Source: an optimization exercise on an open RTL-to-GDS flow (aim: small area, a short achievable clock period and few clock cycles per item). Production flows keep margins and buffers that such runs may drop. Where RTL was checked, it was by simulation tests only, not by an equivalence proof against the original.

==> v23 <==
==> flow/design.v <==
`default_nettype none
package skinny_data_pkg;
   typedef logic [127:0] block_t;
   typedef logic [7:0]   cell_t;
   typedef logic [5:0]   rc_t;
endpackage
`default_nettype wire
`default_nettype none
package skinny_ctrl_pkg;
   localparam int UNROLL = 1;
   localparam int CYCLES = 40 / 1;
endpackage
`default_nettype wire
`default_nettype none
module skinny_round_ctrl (
   input  wire logic clk,
   input  wire logic rst,
   input  wire logic start,
   input  wire logic last_round,
   output logic      busy,
   output logic      done,
   output logic      run,
   output logic      idle,
   output logic      pol
);
   logic go;
   assign go = busy || (!done && start);
   always_ff @(posedge clk) begin
      if (rst) begin
         busy <= 1'b0;
         done <= 1'b0;
         run  <= 1'b0;
         idle <= 1'b1;
      end else begin
         busy <= busy ? !last_round : (!done && start);
         done <= busy && last_round;
         run  <= go;
         idle <= !go;
      end
   end
   always_ff @(posedge clk) begin
      pol <= idle || !pol;
   end
endmodule
`default_nettype wire
`default_nettype none
module skinny_round_counter (
   input  wire logic                     clk,
   input  wire logic                     run,
   input  wire logic                     idle,
   output logic [6*1-1:0]   rcs,
   output logic                          last_round
);
   localparam int U = 1;
   function automatic logic [5:0] rc_step(input logic [5:0] rc);
      rc_step = {rc[4:0], rc[5] ^ rc[4] ^ 1'b1};
   endfunction
   function automatic logic [5:0] rc_after(input int n);
      logic [5:0] r;
      r = '0;
      for (int i = 0; i < n; i++) r = rc_step(r);
      rc_after = r;
   endfunction
   localparam logic [5:0] LAST_RC = rc_after(40 - U);
   logic [5:0] lfsr;
   logic [5:0] chain [U+1];
   always_comb begin
      chain[0] = lfsr;
      for (int j = 0; j < U; j++) begin
         chain[j+1]    = rc_step(chain[j]);
         rcs[6*j +: 6] = chain[j+1];
      end
   end
   assign last_round = (lfsr == LAST_RC);
   always_ff @(posedge clk) begin
      lfsr <= chain[U] & {6{run}} & {6{!idle}};
   end
endmodule
`default_nettype wire
`default_nettype none
module skinny_sbox_layer (
   input  wire logic [127:0] state_in,
   output logic [127:0]      state_out
);
   function automatic logic cfn(input logic x, input logic y, input logic z);
      cfn = ~(x | y) ^ z;
   endfunction
   function automatic logic [7:0] sbox8(input logic [7:0] si);
      logic [7:0] a;
      a[0] = cfn(si[7], si[6], si[4]);
      a[1] = cfn(si[3], si[2], si[0]);
      a[2] = cfn(si[2], si[1], si[6]);
      a[3] = cfn(a[0], a[1], si[5]);
      a[4] = cfn(a[1], si[3], si[1]);
      a[5] = cfn(a[2], a[3], si[7]);
      a[6] = cfn(a[3], a[0], si[3]);
      a[7] = cfn(a[4], a[5], si[2]);
      sbox8 = {a[3], a[0], a[1], a[6], a[4], a[2], a[5], a[7]};
   endfunction
   for (genvar i = 0; i < 16; i++) begin : g_cell
      assign state_out[i*8 +: 8] = sbox8(state_in[i*8 +: 8]);
   end
endmodule
`default_nettype wire
`default_nettype none
module skinny_round_datapath (
   input  wire logic [127:0] state_in,
   input  wire logic [63:0]  rtk,
   input  wire logic [5:0]   rc,
   output logic [127:0]      state_out
);
   logic [127:0] sb, atk, shr;
   logic [63:0]  tk_x;
   skinny_sbox_layer u_sbox (
      .state_in  (state_in),
      .state_out (sb)
   );
   assign tk_x = rtk;
   assign atk = sb ^ {tk_x, 64'h0} ^
                {4'h0, rc[3:0], 24'h0, 6'h0, rc[5:4], 24'h0, 8'h02, 56'h0};
   assign shr[127:96] = atk[127:96];
   assign shr[95:64]  = {atk[71:64], atk[95:72]};
   assign shr[63:32]  = {atk[47:32], atk[63:48]};
   assign shr[31:0]   = {atk[23:0], atk[31:24]};
   assign state_out[127:96] = shr[127:96] ^ shr[63:32] ^ shr[31:0];
   assign state_out[95:64]  = shr[127:96];
   assign state_out[63:32]  = shr[95:64] ^ shr[63:32];
   assign state_out[31:0]   = shr[127:96] ^ shr[63:32];
endmodule
`default_nettype wire
`default_nettype none
module skinny_tweakey_schedule (
   input  wire logic                       pol,
   input  wire logic [127:0]               tk1_q,
   input  wire logic [127:0]               tk2_q,
   input  wire logic [127:0]               tk3_q,
   output logic [64*1-1:0]    rtk,      
   output logic [127:0]                    tk1_nxt,  
   output logic [127:0]                    tk2_nxt,  
   output logic [127:0]                    tk3_nxt
);
   localparam int U = 1;
   localparam logic [63:0] PERM = 64'h9F8DAECB01234567;
   function automatic logic [127:0] permute(input logic [127:0] ki);
      logic [127:0] ko;
      for (int p = 0; p < 16; p++) begin
         ko[127-p*8 -: 8] = ki[127-int'(PERM[63-p*4 -: 4])*8 -: 8];
      end
      permute = ko;
   endfunction
   function automatic logic [127:0] step2(input logic [127:0] x, input logic fix);
      logic [127:0] p;
      p = permute(x);
      step2 = p;
      for (int c = 0; c < 8; c++) begin
         step2[127-c*8 -: 8] = {p[126-c*8 -: 7], p[127-c*8] ^ p[125-c*8] ^ fix};
      end
   endfunction
   function automatic logic [127:0] step3(input logic [127:0] x);
      logic [127:0] p;
      p = permute(x);
      step3 = p;
      for (int c = 0; c < 8; c++) begin
         step3[127-c*8 -: 8] = {p[120-c*8] ^ p[126-c*8], p[127-c*8 -: 7]};
      end
   endfunction
   logic [127:0] t1 [U+1];
   logic [127:0] t2 [U+1];
   logic [127:0] t3 [U+1];
   always_comb begin
      t1[0] = tk1_q;
      t2[0] = tk2_q;
      t3[0] = tk3_q;
      for (int j = 0; j < U; j++) begin
         rtk[64*j +: 64] = t1[j][127:64] ^ t2[j][127:64] ^ t3[j][127:64];
         t1[j+1] = permute(t1[j]);
         t2[j+1] = step2(t2[j], pol);
         t3[j+1] = step3(t3[j]);
      end
   end
   assign tk1_nxt = t1[U];
   assign tk2_nxt = t2[U];
   assign tk3_nxt = t3[U];
endmodule
`default_nettype wire
`timescale 1ns/10ps
`default_nettype none
module skinny_core (
   input  wire logic                     clk,
   input  wire logic                     rst,
   input  wire logic                     start,
   input  wire skinny_data_pkg::block_t  plaintext,
   input  wire logic [383:0]             tweakey,
   output logic                          busy,
   output logic                          done,
   output skinny_data_pkg::block_t       ciphertext
);
   localparam int U = 1;
   logic                last_round;
   logic                run, idle, pol;
   logic [6*U-1:0]      rcs;
   logic [64*U-1:0]     rtk;
   logic [127:0]        state_q, tk1_q, tk2_q, tk3_q;
   logic [127:0]        tk1_nxt, tk2_nxt, tk3_nxt;
   logic [127:0]        st [U+1];
   skinny_round_ctrl u_ctrl (
      .clk        (clk),
      .rst        (rst),
      .start      (start),
      .last_round (last_round),
      .busy       (busy),
      .done       (done),
      .run        (run),
      .idle       (idle),
      .pol        (pol)
   );
   skinny_round_counter u_counter (
      .clk        (clk),
      .run        (run),
      .idle       (idle),
      .rcs        (rcs),
      .last_round (last_round)
   );
   skinny_tweakey_schedule u_sched (
      .pol     (pol),
      .tk1_q   (tk1_q),
      .tk2_q   (tk2_q),
      .tk3_q   (tk3_q),
      .rtk     (rtk),
      .tk1_nxt (tk1_nxt),
      .tk2_nxt (tk2_nxt),
      .tk3_nxt (tk3_nxt)
   );
   assign st[0] = state_q;
   for (genvar j = 0; j < U; j++) begin : g_round
      skinny_round_datapath u_round (
         .state_in  (st[j]),
         .rtk       (rtk[64*j +: 64]),
         .rc        (rcs[6*j +: 6]),
         .state_out (st[j+1])
      );
   end
   always_ff @(posedge clk) begin
      state_q <= (st[U]   & {128{run}}) | (plaintext        & {128{idle}});
      tk3_q   <= (tk3_nxt & {128{run}}) | (tweakey[127:0]   & {128{idle}});
      tk1_q   <= ~((tk1_nxt | {128{idle}}) & (tweakey[383:256] | {128{run}}));
      tk2_q   <= ~((tk2_nxt | {128{idle}}) & (tweakey[255:128] | {128{run}}));
   end
   assign ciphertext = state_q;
endmodule
`default_nettype wire
==> flow/flow/run.sh <==
#!/bin/bash
set -euo pipefail
bash standard.sh "BUFFER_PORTS_ARGS=-buffer_cell sky130_fd_sc_hd__buf_1" finish > standard_flow.log 2>&1
==> flow/standard.sh <==
#!/bin/bash
# synth_recipe.tcl (not shown) runs the flow's synth.tcl, then flattens the netlist and writes it again
# the make line also repeats each setting of config.mk as NAME=value (left out here)
make -C /OpenROAD-flow-scripts/flow DESIGN_CONFIG=/design/flow/config.mk WORK_HOME=/design/flow/orfs CLKGATE_MAP_FILE= SYNTH_SCRIPT=/design/flow/synth_recipe.tcl "${@:-finish}"
==> flow/config.mk <==
export PLATFORM = sky130hd
export DESIGN_NAME = skinny_core
export DESIGN_NICKNAME = skinny_core
export VERILOG_FILES = /design/flow/design.v
export SDC_FILE = /design/flow/constraint.sdc
export NUM_CORES = 4
export LEC_CHECK = 0
export CAP_MARGIN = 20
export CORE_MARGIN = 2
export CORE_UTILIZATION = 55
export CTS_BUF_LIST = sky130_fd_sc_hd__clkbuf_8
export CTS_CLUSTER_SIZE = 20
export SETUP_SLACK_MARGIN = 2.0
export SLEW_MARGIN = 20
==> flow/constraint.sdc <==
create_clock -name core_clock -period 4.5 [get_ports {clk}]
set_input_delay 0.9000 -clock core_clock [delete_from_list [all_inputs] [get_ports {clk}]]
set_output_delay 0.9000 -clock core_clock [all_outputs]
set_load 0.01 [all_outputs]
==> v7: changes against v23 <==
==> flow/design.v, changed modules only <==
module skinny_round_ctrl (
   input  wire logic clk,
   input  wire logic rst,
   input  wire logic start,
   input  wire logic last_round,
   output logic      busy,
   output logic      done
);
   always_ff @(posedge clk) begin
      if (rst) begin
         busy <= 1'b0;
         done <= 1'b0;
      end else begin
         busy <= busy ? !last_round : (!done && start);
         done <= busy && last_round;
      end
   end
endmodule
module skinny_round_counter (
   input  wire logic                     clk,
   input  wire logic                     advance,
   output logic [6*1-1:0]   rcs,
   output logic                          last_round
);
   localparam int U = 1;
   function automatic logic [5:0] rc_step(input logic [5:0] rc);
      rc_step = {rc[4:0], rc[5] ^ rc[4] ^ 1'b1};
   endfunction
   function automatic logic [5:0] rc_after(input int n);
      logic [5:0] r;
      r = '0;
      for (int i = 0; i < n; i++) r = rc_step(r);
      rc_after = r;
   endfunction
   localparam logic [5:0] LAST_RC = rc_after(40 - U);
   logic [5:0] lfsr;
   logic [5:0] chain [U+1];
   always_comb begin
      chain[0] = lfsr;
      for (int j = 0; j < U; j++) begin
         chain[j+1]       = rc_step(chain[j]);
         rcs[6*j +: 6]    = chain[j+1];
      end
   end
   assign last_round = (lfsr == LAST_RC);
   always_ff @(posedge clk) begin
      if (!advance) lfsr <= '0;
      else          lfsr <= chain[U];
   end
endmodule
module skinny_round_datapath (
   input  wire logic [127:0] state_in,
   input  wire logic [383:0] tk,
   input  wire logic [5:0]   rc,
   output logic [127:0]      state_out
);
   logic [127:0] sb, atk, shr;
   logic [63:0]  tk_x;
   skinny_sbox_layer u_sbox (
      .state_in  (state_in),
      .state_out (sb)
   );
   assign tk_x = tk[383:320] ^ tk[255:192] ^ tk[127:64];
   assign atk = sb ^ {tk_x, 64'h0} ^
                {4'h0, rc[3:0], 24'h0, 6'h0, rc[5:4], 24'h0, 8'h02, 56'h0};
   assign shr[127:96] = atk[127:96];
   assign shr[95:64]  = {atk[71:64], atk[95:72]};
   assign shr[63:32]  = {atk[47:32], atk[63:48]};
   assign shr[31:0]   = {atk[23:0], atk[31:24]};
   assign state_out[127:96] = shr[127:96] ^ shr[63:32] ^ shr[31:0];
   assign state_out[95:64]  = shr[127:96];
   assign state_out[63:32]  = shr[95:64] ^ shr[63:32];
   assign state_out[31:0]   = shr[127:96] ^ shr[63:32];
endmodule
module skinny_tweakey_schedule (
   input  wire logic [383:0] tk_in,
   output logic [383:0]      tk_out
);
   localparam logic [63:0] PERM = 64'h9F8DAECB01234567;
   function automatic logic [127:0] permute(input logic [127:0] ki);
      logic [127:0] ko;
      for (int p = 0; p < 16; p++) begin
         ko[127-p*8 -: 8] = ki[127-int'(PERM[63-p*4 -: 4])*8 -: 8];
      end
      permute = ko;
   endfunction
   logic [127:0] p1, p2, p3;
   always_comb begin
      p1 = permute(tk_in[383:256]);
      p2 = permute(tk_in[255:128]);
      p3 = permute(tk_in[127:0]);
      tk_out = {p1, p2, p3};
      for (int p = 0; p < 8; p++) begin
         tk_out[255-p*8 -: 8] = {p2[127-p*8-1 -: 7], p2[127-p*8] ^ p2[127-p*8-2]};
         tk_out[127-p*8 -: 8] = {p3[127-p*8-7] ^ p3[127-p*8-1], p3[127-p*8 -: 7]};
      end
   end
endmodule
module skinny_core (
   input  wire logic                     clk,
   input  wire logic                     rst,
   input  wire logic                     start,
   input  wire skinny_data_pkg::block_t  plaintext,
   input  wire logic [383:0]             tweakey,
   output logic                          busy,
   output logic                          done,
   output skinny_data_pkg::block_t       ciphertext
);
   localparam int U = 1;
   logic                last_round;
   logic [6*U-1:0]      rcs;
   logic [127:0]        state_q;
   logic [383:0]        tk_q;
   logic [127:0]        st [U+1];
   logic [383:0]        tk [U+1];
   skinny_round_ctrl u_ctrl (
      .clk        (clk),
      .rst        (rst),
      .start      (start),
      .last_round (last_round),
      .busy       (busy),
      .done       (done)
   );
   skinny_round_counter u_counter (
      .clk        (clk),
      .advance    (busy),
      .rcs        (rcs),
      .last_round (last_round)
   );
   assign st[0] = state_q;
   assign tk[0] = tk_q;
   for (genvar j = 0; j < U; j++) begin : g_round
      skinny_round_datapath u_round (
         .state_in  (st[j]),
         .tk        (tk[j]),
         .rc        (rcs[6*j +: 6]),
         .state_out (st[j+1])
      );
      skinny_tweakey_schedule u_sched (
         .tk_in  (tk[j]),
         .tk_out (tk[j+1])
      );
   end
   always_ff @(posedge clk) begin
      if (!busy) begin
         state_q <= plaintext;
         tk_q    <= tweakey;
      end else begin
         state_q <= st[U];
         tk_q    <= tk[U];
      end
   end
   assign ciphertext = state_q;
endmodule
--- a/flow/config.mk
+++ b/flow/config.mk
@@ -9,6 +9,3 @@
 export CORE_MARGIN = 2
-export CORE_UTILIZATION = 55
-export CTS_BUF_LIST = sky130_fd_sc_hd__clkbuf_8
-export CTS_CLUSTER_SIZE = 20
-export SETUP_SLACK_MARGIN = 2.0
+export CORE_UTILIZATION = 40
 export SLEW_MARGIN = 20
==> v16: changes against v23 <==
==> flow/design.v, changed modules only <==
module skinny_round_ctrl (
   input  wire logic clk,
   input  wire logic rst,
   input  wire logic start,
   input  wire logic last_round,
   output logic      busy,
   output logic      done
);
   always_ff @(posedge clk) begin
      if (rst) begin
         busy <= 1'b0;
         done <= 1'b0;
      end else begin
         busy <= busy ? !last_round : (!done && start);
         done <= busy && last_round;
      end
   end
endmodule
module skinny_round_counter (
   input  wire logic                     clk,
   input  wire logic                     advance,
   output logic [6*1-1:0]   rcs,
   output logic                          last_round
);
   localparam int U = 1;
   function automatic logic [5:0] rc_step(input logic [5:0] rc);
      rc_step = {rc[4:0], rc[5] ^ rc[4] ^ 1'b1};
   endfunction
   function automatic logic [5:0] rc_after(input int n);
      logic [5:0] r;
      r = '0;
      for (int i = 0; i < n; i++) r = rc_step(r);
      rc_after = r;
   endfunction
   localparam logic [5:0] LAST_RC = rc_after(40 - U);
   logic [5:0] lfsr;
   logic [5:0] chain [U+1];
   always_comb begin
      chain[0] = lfsr;
      for (int j = 0; j < U; j++) begin
         chain[j+1]       = rc_step(chain[j]);
         rcs[6*j +: 6]    = chain[j+1];
      end
   end
   assign last_round = (lfsr == LAST_RC);
   always_ff @(posedge clk) begin
      if (!advance) lfsr <= '0;
      else          lfsr <= chain[U];
   end
endmodule
module skinny_round_datapath (
   input  wire logic [127:0] state_in,
   input  wire logic [383:0] tk,
   input  wire logic [5:0]   rc,
   output logic [127:0]      state_out
);
   logic [127:0] sb, atk, shr;
   logic [63:0]  tk_x;
   skinny_sbox_layer u_sbox (
      .state_in  (state_in),
      .state_out (sb)
   );
   assign tk_x = tk[383:320] ^ tk[255:192] ^ tk[127:64];
   assign atk = sb ^ {tk_x, 64'h0} ^
                {4'h0, rc[3:0], 24'h0, 6'h0, rc[5:4], 24'h0, 8'h02, 56'h0};
   assign shr[127:96] = atk[127:96];
   assign shr[95:64]  = {atk[71:64], atk[95:72]};
   assign shr[63:32]  = {atk[47:32], atk[63:48]};
   assign shr[31:0]   = {atk[23:0], atk[31:24]};
   assign state_out[127:96] = shr[127:96] ^ shr[63:32] ^ shr[31:0];
   assign state_out[95:64]  = shr[127:96];
   assign state_out[63:32]  = shr[95:64] ^ shr[63:32];
   assign state_out[31:0]   = shr[127:96] ^ shr[63:32];
endmodule
module skinny_tweakey_schedule (
   input  wire logic [383:0] tk_in,
   output logic [383:0]      tk_out
);
   localparam logic [63:0] PERM = 64'h9F8DAECB01234567;
   function automatic logic [127:0] permute(input logic [127:0] ki);
      logic [127:0] ko;
      for (int p = 0; p < 16; p++) begin
         ko[127-p*8 -: 8] = ki[127-int'(PERM[63-p*4 -: 4])*8 -: 8];
      end
      permute = ko;
   endfunction
   logic [127:0] p1, p2, p3;
   always_comb begin
      p1 = permute(tk_in[383:256]);
      p2 = permute(tk_in[255:128]);
      p3 = permute(tk_in[127:0]);
      tk_out = {p1, p2, p3};
      for (int p = 0; p < 8; p++) begin
         tk_out[255-p*8 -: 8] = {p2[127-p*8-1 -: 7], p2[127-p*8] ^ p2[127-p*8-2]};
         tk_out[127-p*8 -: 8] = {p3[127-p*8-7] ^ p3[127-p*8-1], p3[127-p*8 -: 7]};
      end
   end
endmodule
module skinny_core (
   input  wire logic                     clk,
   input  wire logic                     rst,
   input  wire logic                     start,
   input  wire skinny_data_pkg::block_t  plaintext,
   input  wire logic [383:0]             tweakey,
   output logic                          busy,
   output logic                          done,
   output skinny_data_pkg::block_t       ciphertext
);
   localparam int U = 1;
   logic                last_round;
   logic [6*U-1:0]      rcs;
   logic [127:0]        state_q;
   logic [383:0]        tk_q;
   logic [127:0]        st [U+1];
   logic [383:0]        tk [U+1];
   skinny_round_ctrl u_ctrl (
      .clk        (clk),
      .rst        (rst),
      .start      (start),
      .last_round (last_round),
      .busy       (busy),
      .done       (done)
   );
   skinny_round_counter u_counter (
      .clk        (clk),
      .advance    (busy),
      .rcs        (rcs),
      .last_round (last_round)
   );
   assign st[0] = state_q;
   assign tk[0] = tk_q;
   for (genvar j = 0; j < U; j++) begin : g_round
      skinny_round_datapath u_round (
         .state_in  (st[j]),
         .tk        (tk[j]),
         .rc        (rcs[6*j +: 6]),
         .state_out (st[j+1])
      );
      skinny_tweakey_schedule u_sched (
         .tk_in  (tk[j]),
         .tk_out (tk[j+1])
      );
   end
   always_ff @(posedge clk) begin
      if (!busy) begin
         state_q <= plaintext;
         tk_q    <= tweakey;
      end else begin
         state_q <= st[U];
         tk_q    <= tk[U];
      end
   end
   assign ciphertext = state_q;
endmodule
==> flow/run.sh (new file) <==
#!/bin/bash
# synth_recipe.tcl (not shown) runs the flow's synth.tcl, then flattens the netlist and writes it again
# the make line also repeats each setting of config.mk as NAME=value (left out here)
make -C /OpenROAD-flow-scripts/flow DESIGN_CONFIG=/design/flow/config.mk WORK_HOME=/design/flow/orfs CLKGATE_MAP_FILE= SYNTH_SCRIPT=/design/flow/synth_recipe.tcl finish
--- a/flow/config.mk
+++ b/flow/config.mk
@@ -7,8 +7,7 @@
 export LEC_CHECK = 0
+export ABC_CLOCK_PERIOD_IN_PS = 2000
 export CAP_MARGIN = 20
 export CORE_MARGIN = 2
-export CORE_UTILIZATION = 55
-export CTS_BUF_LIST = sky130_fd_sc_hd__clkbuf_8
-export CTS_CLUSTER_SIZE = 20
-export SETUP_SLACK_MARGIN = 2.0
+export CORE_UTILIZATION = 40
+export SETUP_SLACK_MARGIN = 2.3
 export SLEW_MARGIN = 20
removed: flow/flow/run.sh
removed: flow/standard.sh
==> v29: changes against v23 <==
--- a/flow/config.mk
+++ b/flow/config.mk
@@ -9,6 +9,4 @@
 export CORE_MARGIN = 2
-export CORE_UTILIZATION = 55
-export CTS_BUF_LIST = sky130_fd_sc_hd__clkbuf_8
-export CTS_CLUSTER_SIZE = 20
-export SETUP_SLACK_MARGIN = 2.0
+export CORE_UTILIZATION = 65
+export SETUP_SLACK_MARGIN = 2.2
 export SLEW_MARGIN = 20
==> flow_summary.json <==
{
  "status": "finished clean",
  "path_depth": 8,
  "drc": 0,
  "synth_commonest_cells": "dfxtp_1, mux2_2, xnor2_1, xor2_1, nor2_1",
  "path_cells": "o21a_1, nor4_4, mux2i_2, mux2i_2, xnor2_2, xnor2_2, xor3_1, mux2_4",
  "routed_via_density": 4.97,
  "synth_seq_cells": 520,
  "rsz0062_at_grt": "yes",
  "inv_count": 6,
  "holdPathStages": 1,
  "route.met3.wl_um": 6680,
  "synth_area_sq_mm": 0.0217,
  "grt.total_usage": 0.313,
  "num_rows": 85
}
-- figures above: v16

==> flow_summary.json <==
{
  "inv_count": 6,
  "synth_commonest_cells": "dfxtp_1, mux2_2, xnor2_1, xor2_1, nor2_1",
  "holdPathStages": 1,
  "synth_seq_cells": 520,
  "status": "finished clean",
  "drc": 0,
  "grt.total_usage": 0.296,
  "routed_via_density": 4.96
}
-- figures above: v7

==> flow_summary.json <==
{
  "synth_area_sq_mm": 0.0201,
  "grt.total_usage": 0.434,
  "inv_count": 3,
  "status": "finished clean",
  "route.met3.wl_um": 9020,
  "path_depth": 9,
  "holdPathStages": 1,
  "path_cells": "o21a_4, nor4_4, mux2i_2, mux2i_1, xnor2_1, buf_4, xnor3_2, xnor3_1, a22o_1"
}
-- figures above: v23

==> flow_summary.json <==
{
  "yosys.area_share.simple": 0.0667,
  "synth_commonest_cells": "dfxtp_1, xnor2_1, o22ai_1, a22o_1, nand2_1",
  "error_line": "[ERROR PPL-0024] Number of IO pins (645) exceeds maximum number of available positions (644). Increase the die perimeter from 718.92um to 877.20um.",
  "synth_seq_cells": 523,
  "syn_avg_cell_area_sq_um": 10.5,
  "synth_nets": 2422,
  "synth_enable_flop_cells": 0,
  "synth_area_sq_mm": 0.0201,
  "synthAdderAreaFrac": 0.000623,
  "stop_stage": "I/O pin placement (3_2_place_iop)",
  "num_rows": 64,
  "status": "aborted with a tool error",
  "synthMuxAreaShare": 0.00748,
  "synth_compound_area_frac": 0.192
}
-- figures above: v29

Testbench counts of v23, summed over its fixed seeds: cycles 16,120, items 384.
Testbench counts of v29, summed over its fixed seeds: cycles 16,120, items 384.
Function not checked in v7 and v16: the RTL went through the layout flow alone.

## re-timing with driven ports
The results above use ideal ports. As a check the final layouts listed here were re-extracted and re-timed, cells and wires unchanged.
Step 1: set_driving_cell puts a clkbuf_16 on clk and a buf_2 on each other input, an assumption about the parent block.
Step 2 also shifts input and output timing later by t, the mid clock arrival at the registers, as if the neighbouring blocks saw the same clock.
Slacks: ideal ports / drivers / drivers and shift; pairs: ideal ports / drivers.
run | t, ns | setup slack, ns | worst data-port slew with drivers (ns)
v23 | 0.695 | 2.000 / 1.999 / 2.000 | 0.17
v7 | 0.667 | 1.606 / 1.606 / 1.606 | 0.13
v16 | 0.675 | 1.952 / 1.952 / 1.952 | 0.14
After both steps every run listed still meets setup and hold.
